Context: an optimization exercise on an open-source flow, tuned for small area, a short achievable clock period and few clock cycles. The choices shown serve that exercise and are no tape-out recipe.
In this exercise RTL edits were held to simulation tests only and were not proved equivalent to the original.
Power and IR drop assume default switching activity.

==> design.v <==
`default_nettype none
package tetris_pkg;
    localparam int BOARD_W     = 6;
    localparam int BOARD_H     = 12;
    localparam int BOARD_H_EXT = 16;
    typedef logic [2:0] shape_t;
    typedef logic [2:0] col_t;
    typedef logic [3:0] row_t;
    typedef logic [3:0] score_t;
    typedef logic [4:0] count_t;
    typedef logic [BOARD_W*BOARD_H-1:0]     board_t;
    typedef logic [BOARD_W*BOARD_H_EXT-1:0] ext_board_t;
    typedef row_t [BOARD_W-1:0]             heights_t;
    localparam count_t PIECES_PER_GAME = 5'd16;
    localparam shape_t SHAPE_SQUARE = 3'd0;
    localparam shape_t SHAPE_BAR_V  = 3'd1;
    localparam shape_t SHAPE_BAR_H  = 3'd2;
    localparam shape_t SHAPE_J_UP   = 3'd3;
    localparam shape_t SHAPE_L_FLAT = 3'd4;
    localparam shape_t SHAPE_L_UP   = 3'd5;
    localparam shape_t SHAPE_S_V    = 3'd6;
    localparam shape_t SHAPE_Z_FLAT = 3'd7;
    typedef enum logic [2:0] {
        st_idle   = 3'b000,
        st_place  = 3'b001,
        st_clear  = 3'b100,
        st_report = 3'b011,
        st_fail   = 3'b101,
        st_over   = 3'b111
    } game_state_t;
endpackage
`default_nettype wire
`timescale 1ns/1ns
`default_nettype none
module tetris_top (
    input  logic   clk,
    input  logic   rst_n,
    input  logic   in_valid,
    input  tetris_pkg::shape_t tetrominoes,
    input  tetris_pkg::col_t   position,
    output logic   score_valid,
    output tetris_pkg::score_t score,
    output logic   fail,
    output logic   tetris_valid,
    output tetris_pkg::board_t tetris
);
    localparam int W  = 6;
    localparam int H  = 12;
    localparam int HE = 16;
    logic [W*HE-1:0] board_q;
    logic            busy_q;      
    logic [3:0]      count_q;     
    logic [3:0]      score_q;
    logic accept;
    assign accept = in_valid & ~busy_q;
    logic [W*H-1:0] sky;
    always_comb begin
        for (int c = 0; c < W; c++) begin
            sky[c*H + H-1] = board_q[(H-1)*W + c];
            for (int y = H-2; y >= 0; y--)
                sky[c*H + y] = sky[c*H + y+1] | board_q[y*W + c];
        end
    end
    logic [4*20-1:0] wx;
    always_comb begin
        wx = '0;
        for (int k = 0; k < 4; k++) begin
            wx[k*20 +: 4] = 4'hf;
            for (int c = 0; c < W; c++)
                if (c == int'(position) + k)
                    wx[k*20 + 4 +: H] = sky[c*H +: H];
        end
    end
    logic [14:0] lt;
    always_comb begin
        for (int x = 0; x < 15; x++) begin
            case (tetrominoes)
                3'd0, 3'd5: lt[x] = wx[0*20+4+x] | wx[1*20+4+x];
                3'd1:       lt[x] = wx[0*20+4+x];
                3'd2:       lt[x] = wx[0*20+4+x] | wx[1*20+4+x] | wx[2*20+4+x] | wx[3*20+4+x];
                3'd3:       lt[x] = wx[0*20+4+x] | wx[1*20+4+x-2];
                3'd4:       lt[x] = wx[0*20+4+x] | wx[1*20+4+x+1] | wx[2*20+4+x+1];
                3'd6:       lt[x] = wx[0*20+4+x] | wx[1*20+4+x-1];
                default:    lt[x] = wx[0*20+4+x] | wx[1*20+4+x] | wx[2*20+4+x+1];
            endcase
        end
    end
    logic [15:0] land;
    always_comb begin
        land[0] = ~lt[0];
        for (int x = 1; x < 15; x++)
            land[x] = lt[x-1] & ~lt[x];
        land[15] = 1'b0;
    end
    logic [6*W-1:0] prow;
    always_comb begin
        prow = '0;
        case (tetrominoes)
            3'd0: begin prow[2*W +: W] = 6'b000011; prow[3*W +: W] = 6'b000011; end
            3'd1: begin prow[2*W +: W] = 6'b000001; prow[3*W +: W] = 6'b000001; prow[4*W +: W] = 6'b000001; prow[5*W +: W] = 6'b000001; end
            3'd2: begin prow[2*W +: W] = 6'b001111; end
            3'd3: begin prow[2*W +: W] = 6'b000011; prow[1*W +: W] = 6'b000010; prow[0*W +: W] = 6'b000010; end
            3'd4: begin prow[2*W +: W] = 6'b000001; prow[3*W +: W] = 6'b000111; end
            3'd5: begin prow[2*W +: W] = 6'b000011; prow[3*W +: W] = 6'b000001; prow[4*W +: W] = 6'b000001; end
            3'd6: begin prow[2*W +: W] = 6'b000011; prow[3*W +: W] = 6'b000001; prow[1*W +: W] = 6'b000010; end
            default: begin prow[2*W +: W] = 6'b000011; prow[3*W +: W] = 6'b000110; end
        endcase
        for (int i = 0; i < 6; i++) prow[i*W +: W] = prow[i*W +: W] << position;
    end
    logic [W*HE-1:0] mask;
    always_comb begin
        for (int r = 0; r < HE; r++) begin
            mask[r*W +: W] = '0;
            for (int i = 0; i < 6; i++)
                if (r - (i-2) >= 0 && r - (i-2) < 16)
                    mask[r*W +: W] = mask[r*W +: W] | (land[r-(i-2)] ? prow[i*W +: W] : '0);
        end
    end
    logic [HE-1:0] full;
    logic [HE-1:0] rowany;
    logic [3*(HE+1)-1:0] below;    
    logic [W*HE-1:0] packed_b;
    logic [2:0]    nfull;
    logic          over;
    logic          last;
    logic          game_end;
    always_comb begin
        for (int r = 0; r < HE; r++) begin
            full[r]   = (r < H) ? &board_q[r*W +: W] : 1'b0;
            rowany[r] = |board_q[r*W +: W];
        end
        below[2:0] = '0;
        for (int r = 0; r < HE; r++)
            below[3*(r+1) +: 3] = below[3*r +: 3] + 3'(full[r]);
        nfull = below[3*HE +: 3];
        packed_b = '0;
        for (int j = 0; j < HE; j++)
            for (int k = 0; k < 5; k++)
                if (j + k < HE)
                    if (!full[j+k] && below[3*(j+k) +: 3] == 3'(k))
                        packed_b[j*W +: W] = packed_b[j*W +: W] | board_q[(j+k)*W +: W];
        over = |packed_b[W*HE-1:W*H];
    end
    assign last     = (count_q == 4'd15);
    assign game_end = over | last;
    always_ff @(posedge clk or negedge rst_n) begin
        if (!rst_n) begin
            board_q <= '0;
            busy_q  <= 1'b0;
            count_q <= '0;
            score_q <= '0;
        end else begin
            busy_q <= accept;
            if (busy_q) begin
                board_q <= '0;
                if (!game_end)
                    board_q[W*H-1:0] <= packed_b[W*H-1:0];
                count_q <= game_end ? 4'd0 : count_q + 4'd1;
                score_q <= game_end ? 4'd0 : score_q + 4'(nfull);
            end else if (accept) begin
                board_q <= board_q | mask;
            end
        end
    end
    assign score_valid  = busy_q;
    assign score        = busy_q ? score_q + 4'(nfull) : 4'd0;
    assign fail         = busy_q & over;
    assign tetris_valid = busy_q & game_end;
    assign tetris       = (busy_q & game_end) ? packed_b[W*H-1:0] : '0;
endmodule
`default_nettype wire
==> run.sh <==
#!/bin/bash
# synth_recipe.tcl (not shown) runs the flow's synth.tcl, then flattens the netlist and writes it again
# the make line also repeats each setting of config.mk as NAME=value (left out here)
make -C /OpenROAD-flow-scripts/flow DESIGN_CONFIG=/design/flow/config.mk WORK_HOME=/design/flow/orfs CLKGATE_MAP_FILE= SYNTH_SCRIPT=/design/flow/synth_recipe.tcl finish
==> config.mk <==
export PLATFORM = sky130hd
export DESIGN_NAME = tetris_top
export DESIGN_NICKNAME = tetris_top
export VERILOG_FILES = /design/flow/design.v
export SDC_FILE = /design/flow/constraint.sdc
export NUM_CORES = 4
export LEC_CHECK = 0
export CAP_MARGIN = 20
export CORE_MARGIN = 2
export CORE_UTILIZATION = 30
export SLEW_MARGIN = 20
==> constraint.sdc <==
create_clock -name core_clock -period 12.0 [get_ports {clk}]
set_input_delay 2.4000 -clock core_clock [delete_from_list [all_inputs] [get_ports {clk}]]
set_output_delay 2.4000 -clock core_clock [all_outputs]
set_load 0.01 [all_outputs]
==> summary.md <==
| Metric | Value |
|---|---|
| Status | no timing/DRC/antenna violations |
| CTS sink count | 105 |
| Die area | 52800 um^2 |
| R2R Setup Slk | 3540 ps |
| Fmax | a little under 90 MHz |
| P per Cell Area | approximately 140 nW/um^2 |
| Pins Over Slew Limit | 0 |
| Cts hold-fix bufs | 0 |
| Share of layout cells above drive strength 1 | approximately 9% |
| Clock skew | 18.4 ps |
| 1st-iter DRT viols | 3929 |
| Final nets | about 2200 |
| Endpoint type of the worst setup path | primary output |
| Row count | 82 |
| GRT overflow | 0 |
| Mapped Area | about 15000 um^2 |
| Syn Area/Cell | around 7 um^2 |
| IO Count | 88 |
| CTS tree | done |
| Syn nets | 2219 |
| Drt first pass iters | 11 |
| Final setup violation count | 0 |
| Minimum clock period | approximately 12000 ps |
| Antenna Violating Nets Remaining | 0 |
| Yosys cell types | between 100 and 150 |
| Core Area | 50300 um^2 |
| Finished Core Util | 33.9% |
| Root cell of the clock tree | clkbuf_16 |
| Vias in the first global route | a little under 20000 |
| RD Place Congestion | 1.06 |
| DRC errors left | 0 |
| Max-cap violation count | 0 |
| EDFF count, synth | 0 |
| HP Class | flop to flop |
| Via Count | around 21000 |
| Die span in y | approximately 230 um |
| # fillers | 5493 |
| First-pass GRT wire length | 140000 um |
| Async S/R FF share, synth | 100% |
| H-tree depth | 3 |
| Hold Violations, Final | 0 |
| Multi-input gate area | 11500 um^2 |
| DP HPWL | 70700 um |
| Seq/Total Area, Yosys | between 10% and 20% |
| RSZ-0062 raised after global routing | no |
| Setup CP Type | flop to primary output |
| Die W | between 200 and 250 um |
| Largest net degree at the start of global routing | 95 |
| Maximum root-to-sink buffer count | 2 |
| Starting Density | around 30% |
| Vias per Instance | 7.43 |
| Clock insertion delay at the later pin of the skew report | 380 ps |
| Startpoint types | flop |
| Synthesis-stage register bit count | 105 |
| Final wirelength | 98700 um |
| Clock transition at path regs | roughly 80 ps |
| Mapped Cells | 2175 |
| Critical Path RT | 9600 ps |
| Main synth FF type | dfrtp_1 |
| Measured slew at the worst slew-check pin | roughly 1300 ps |
| Tot GR Track Use | a little over a third |
| Port Buf Inserts | 87 |
| Seq. cell area | 2630 um^2 |
| Crit path DAT | 9100 ps |
| Slew HR | 11.0% |
| Routed len/inst | 35.0 um |
| Synth warn | 1 |
| TritonCTS Buffers | 9 |
| Initial antenna violation count | 3 |
| Critical Path Fanout Max | 37 |
| Leakage | 6.12 nW |
| Setup_tns | 0 ps |
| Period utilization | a little over nine tenths |
| Worst vdd ir | 0.131 mV |
| Layout area overhead | 11.5% |
metrics by stage:
step	hold slack (ps)	instances	power [mW]	setup slack, ps	cell area [um^2]
2_1_floorplan	473	2175	1.32	2980	15300
6_report	523	2818	2.36	497	17000
3_3_place_gp	501	2801	1.92	1190	16700
5_1_grt	547	2818	2.40	200	17000
3_5_place_dp	508	2801	1.92	806	16700
4_1_cts	528	2817	2.25	412	17000
registers in the layout (all words and copies together) (netlist names):
signal	count
busy_q	1
count_q	4
score_q	4
board_q	96
worst max-delay path, cell delays in order (launching register included):
cell	delay (ps)
dfrtp_1	480
and4_1	230
nand3_1	370
fa_1	750
inv_1	110
ha_1	380
ha_1	380
ha_1	390
ha_1	370
ha_1	390
ha_1	420
ha_1	410
ha_1	380
ha_1	240
xnor3_2	620
o31ai_1	150
a31o_1	240
a41oi_1	530
a31o_2	220
nand2_2	410
buf_4	430
a31oi_1	220
clkdlybuf4s50_1	570
power by group:
part | internal (mW) | leakage [nW] | switching (mW)
Sequential | 0.414 | 1.37 | 0.129
Clock | 0.177 | 0.155 | 0.159
Combinational | 0.431 | 4.59 | 1.05
Total | 1.02 | 6.12 | 1.33
per-layer routing:
layer | track usage, % | part of all wire (%) | up-vias
li1 | - | - | 8467
met1 | 44.2 | 37 | 10044
met2 | 53.4 | 41 | 1892
met3 | 10.9 | 14 | 540
met4 | 23.3 | 8.2 | 2
met5 | 0 | 0.0091 | -
logic make-up (layout without fill, tap and decap cells):
group | Yosys count | after routing | synth area share (%)
simple gates | 845 | 845 | 27.4
xor+xnor | 26 | 26 | 2.09
flops | 105 | 105 | 17.2
mux | 12 | 12 | 0.794
buf+inv | 275 | 245 | 7.73
compound gates | 875 | 875 | 41.7
fa+ha+maj | 37 | 37 | 3.15
other cells | 0 | 1 | 0
Yosys cell counts, drive strengths merged (9+ instances only):
library cell | count | area share (%)
nor2 | 264 | 6.5
nand2 | 243 | 6.0
clkbuf | 158 | 3.9
a21oi | 150 | 4.9
o21ai | 142 | 4.7
dfrtp | 105 | 17
a221oi | 76 | 4.4
nor3 | 73 | 2.7
a222oi | 69 | 4.5
buf | 69 | 2.7
o22ai | 63 | 2.6
a22oi | 46 | 2.3
inv | 45 | 1.1
o221ai | 43 | 2.5
a211oi | 41 | 2.1
nor4 | 38 | 2.1
nand3 | 33 | 1.1
ha | 32 | 2.6
a31oi | 31 | 1.3
nand4 | 27 | 1.1
o211ai | 24 | 1.2
o31ai | 24 | 1.2
and3 | 23 | 0.94
nand2b | 21 | 0.86
nor2b | 19 | 0.78
a22o | 17 | 0.97
a221o | 16 | 1.0
or3 | 16 | 0.65
o2bb2ai | 13 | 0.74
or4 | 13 | 0.66
nor3b | 12 | 0.65
xnor2 | 12 | 0.74
mux2i | 11 | 0.72
or2 | 11 | 0.45
a41oi | 10 | 0.62
and2 | 10 | 0.43
nand3b | 9 | 0.52
timing repair:
item,CTS,global route
endpoints found under the setup margin,0,1
gates resized for setup,0,1
endpoints found under the hold margin,0,0
buffers inserted,0,0
layout make-up:
cell class              count  area share (%)
flip-flops and latches    105            15.4
clock inverters             4           0.345
repair buffers            181            9.14
clock buffers              12            1.50
well taps                 672            4.93
diodes                      1          0.0147
inverters                  48            1.06
multi-input cells        1795            67.6
worst paths after layout:
check,startpoint,to,cells after the start
max reg2reg,board_q[3]$_DFFE_PN0P_,board_q[15]$_DFFE_PN0P_,23
min in group asynchronous,rst_n,board_q[75]$_DFFE_PN0P_,1
min,count_q[1]$_DFFE_PN0P_,count_q[1]$_DFFE_PN0P_,1
max,board_q[3]$_DFFE_PN0P_,tetris[0],22
max in group asynchronous,rst_n,busy_q$_DFF_PN0_,2
min reg2reg,count_q[1]$_DFFE_PN0P_,count_q[1]$_DFFE_PN0P_,1
cell usage in the layout, fill, tap and decap left out, types with 45 or more instances in the layout:
| cell | count |
|---|---|
| a21oi_1 | 150 |
| a221oi_1 | 75 |
| a222oi_1 | 69 |
| a22oi_1 | 45 |
| buf_4 | 95 |
| clkdlybuf4s50_1 | 83 |
| dfrtp_1 | 104 |
| nand2_1 | 242 |
| nor2_1 | 262 |
| nor3_1 | 66 |
| o21ai_0 | 126 |
| o22ai_1 | 62 |
Testbench counts, summed over its fixed seeds: cycles 6,392.

separate check: timing with driven ports:
No port has a modelled driver above. Below, the same layout with a new extraction and two added sets of constraints. Step 1, drivers: a clkbuf_16 drives clk and a buf_2 each remaining input, both assumed. Step 2 times the ports against the registers' clock, not the clock port: input delays grow and output delays shrink by t, the midpoint of the rising clock arrivals with the driver on. Three values: ideal ports, drivers, drivers and shift; two values: the first two.
shift t [ns]: 0.425
setup WS [ns]: 0.497 / 0.442 / 0.867
worst hold slack (ns): 0.523 / 0.523 / 0.523
After both steps this run still meets setup and hold. For this run, drivers alone change the setup slack by -0.055 ns; drivers and shift together by +0.370 ns.
